From an optimization exercise on the open Yosys and OpenROAD flow, aimed at small area, a short achievable clock period and few clock cycles; shortcuts taken in it are not production practice.
Function was checked by simulation only, so behaviour that the tests miss may differ from the original.

== run 1 ==
==> flow/design.v (excerpt) <==
module fp_pow_int #(
    parameter int unsigned NBITS = 8
) (
    input  logic             CLK,
    input  logic             RST,
    input  logic             start,
    input  logic [31:0]      X,
    input  logic [NBITS-1:0] N,
    output logic             busy,
    output logic             done,
    output logic [31:0]      result,
    output logic             overflow,
    output logic             underflow
);
    logic [31:0]      acc, base, opa;
    logic [NBITS-1:0] e;
    logic             acc_one;
    logic             do_mul, to_mul;
    logic [31:0]      prod, x_canon, fold;
    logic             p_ovf, p_unf;
    logic             b_pzero, b_pinf, b_nan, b_fixed;
    logic             a_nan, a_inf, a_zero;
    logic [NBITS-1:0] e_sh;
    assign result = acc;
    always_comb begin
        if ((&X[30:23]) & (|X[22:0]))  x_canon = 32'h7FC0_0000;
        else if (~(|X[30:23]))         x_canon = {X[31], 31'd0};
        else                           x_canon = X;
    end
    mult u_mult (
        .a         (opa),
        .b         (base),
        .product   (prod),
        .overflow  (p_ovf),
        .underflow (p_unf)
    );
    assign b_pzero = (base == 32'h0000_0000);
    assign b_pinf  = (base == 32'h7F80_0000);
    assign b_nan   = (base == 32'h7FC0_0000);
    assign b_fixed = b_pzero | b_pinf | b_nan;
    assign a_nan   = (&acc[30:23]) & (|acc[22:0]);
    assign a_inf   = (&acc[30:23]) & ~(|acc[22:0]);
    assign a_zero  = ~(|acc[30:23]);
    always_comb begin
        if (b_nan || a_nan || (b_pinf && a_zero) || (b_pzero && a_inf)) fold = 32'h7FC0_0000;
  ...
==> flow/config.mk <==
export PLATFORM = sky130hd
export DESIGN_NAME = fp_pow_int
export DESIGN_NICKNAME = fp_pow_int
export VERILOG_FILES = /design/flow/design.v
export SDC_FILE = /design/flow/constraint.sdc
export NUM_CORES = 4
export LEC_CHECK = 0
export ABC_AREA = 1
export CAP_MARGIN = 20
export CORE_MARGIN = 2
export CORE_UTILIZATION = 40
export SLEW_MARGIN = 20
export SYNTH_HIERARCHICAL = 1
==> flow/constraint.sdc <==
create_clock -name core_clock -period 14.0 [get_ports {CLK}]
set_input_delay 2.8000 -clock core_clock [delete_from_list [all_inputs] [get_ports {CLK}]]
set_output_delay 2.8000 -clock core_clock [all_outputs]
set_load 0.01 [all_outputs]
standard.sh (not shown) runs the stock make flow with config.mk's settings and CLKGATE_MAP_FILE= SYNTH_SCRIPT=/design/flow/synth_recipe.tcl, a recipe that flattens the netlist after the stock synthesis.
==> flow/flow/run.sh <==
#!/bin/bash
# The standard layout, with timing repair (after clock tree synthesis and after
# global routing) aiming at a setup slack of SETUP_SLACK_MARGIN ns instead of 0.
# The clock period and constraints are the standard flow's, unchanged.
set -euo pipefail
bash standard.sh SETUP_SLACK_MARGIN=9 finish > layout.log 2>&1
Run 1: no failed stages, no open violations at the end
Testbench counts of run 1, summed over its fixed seeds: cycles 99,639.
Modified inputs, run 2 compared to run 1
Settings: ABC_AREA: 1 -> unset.
diff --git a/flow/flow/run.sh b/flow/flow/run.sh
--- a/flow/flow/run.sh
+++ b/flow/flow/run.sh
@@ -4,3 +4,3 @@
 # The clock period and constraints are the standard flow's, unchanged.
 set -euo pipefail
-bash standard.sh SETUP_SLACK_MARGIN=9 finish > layout.log 2>&1
+bash standard.sh SETUP_SLACK_MARGIN=7 finish > layout.log 2>&1
Summary — synthesized area per cell, run 2 relative to run 1: higher, by 16%.
Delta (run 2 minus run 1): vertical die dimension down 2.3%, critical path depth decreased about 26%, setup slack after layout saw a decrease.
Min area growth from synthesis to final layout across run 1 and run 2: run 2
Compared with run 1, in run 2 sequential share of layout area rose 0.69 points, maximum frequency fell about 11%.
#### Input delta (run 3 over run 2)
Settings: setting ABC_AREA to 1 for the first time.
diff --git a/flow/flow/run.sh b/flow/flow/run.sh
--- a/flow/flow/run.sh
+++ b/flow/flow/run.sh
@@ -4,3 +4,3 @@
 # The clock period and constraints are the standard flow's, unchanged.
 set -euo pipefail
-bash standard.sh SETUP_SLACK_MARGIN=7 finish > layout.log 2>&1
+bash standard.sh SETUP_SLACK_MARGIN=6.5 finish > layout.log 2>&1
Findings:
- For the arrival time of the worst setup path, run 3 came in 0.56 ns lower than run 2 did.
- Run 3 ended up with a higher setup slack of the critical path after layout than run 2 did.
- End point of the critical path = opa[17]: run 3; end point of the critical path = acc[29]: run 2
- Run 2 → run 3: area taken by flip-flops and latches closely matched the old numbers, overall global routing resource usage decreased by 2.2 points relative to the old numbers.
- Number of signal-net buffers in the layout for run 3: about 18% down relative to run 2
- Comparing run 3 against run 2, there is no change at all in number of port buffers.
- Synthesized cell count went up by more than 10% going from run 2 to run 3.
- The final area of run 3 was inferior to that of run 2.
Modified inputs, run 4 compared to run 3
diff --git a/flow/flow/run.sh b/flow/flow/run.sh
--- a/flow/flow/run.sh
+++ b/flow/flow/run.sh
@@ -4,3 +4,3 @@
 # The clock period and constraints are the standard flow's, unchanged.
 set -euo pipefail
-bash standard.sh SETUP_SLACK_MARGIN=6.5 finish > layout.log 2>&1
+bash standard.sh SETUP_SLACK_MARGIN=5.5 finish > layout.log 2>&1
### Flow results
base[18] as the launching element of the worst setup path was reported by run 3, and base[10] by run 4.
From run 3 to run 4 the numbers moved as follows: final standard cell count with taps included and fillers excluded fell by 55; number of cells on the critical path decreased by 9.4% relative to the old numbers; worst setup slack now smaller.

-- static timing again, ports no longer ideal --
Ports are ideal in the flow. The routed layouts listed here were re-timed in OpenROAD.
Step 1 (the two cells are an assumption about what drives the block):
set clk [get_ports {CLK}]
set_driving_cell -lib_cell sky130_fd_sc_hd__clkbuf_16 $clk
set_driving_cell -lib_cell sky130_fd_sc_hd__buf_2 [delete_from_list [all_inputs] $clk]
Step 2 adds t to the input delays and takes it off the output delays; t is the mean of the earliest and latest rising clock arrival at the registers after step 1. Input paths then give back, and output paths get back, about the clock's delay inside the block.
Slacks: ideal ports / drivers / drivers and shift; pairs: ideal ports / drivers.
run | t (ns) | slack for setup (ns) | worst setup path at the end
run 1 | 0.390 | 6.980 / 6.980 / 6.980 | register to register
run 2 | 0.394 | 6.097 / 6.097 / 6.097 | register to register
run 3 | 0.400 | 6.655 / 6.655 / 6.655 | register to register
run 4 | 0.396 | 5.874 / 5.874 / 5.874 | register to register
After both steps every run listed still meets setup and hold.
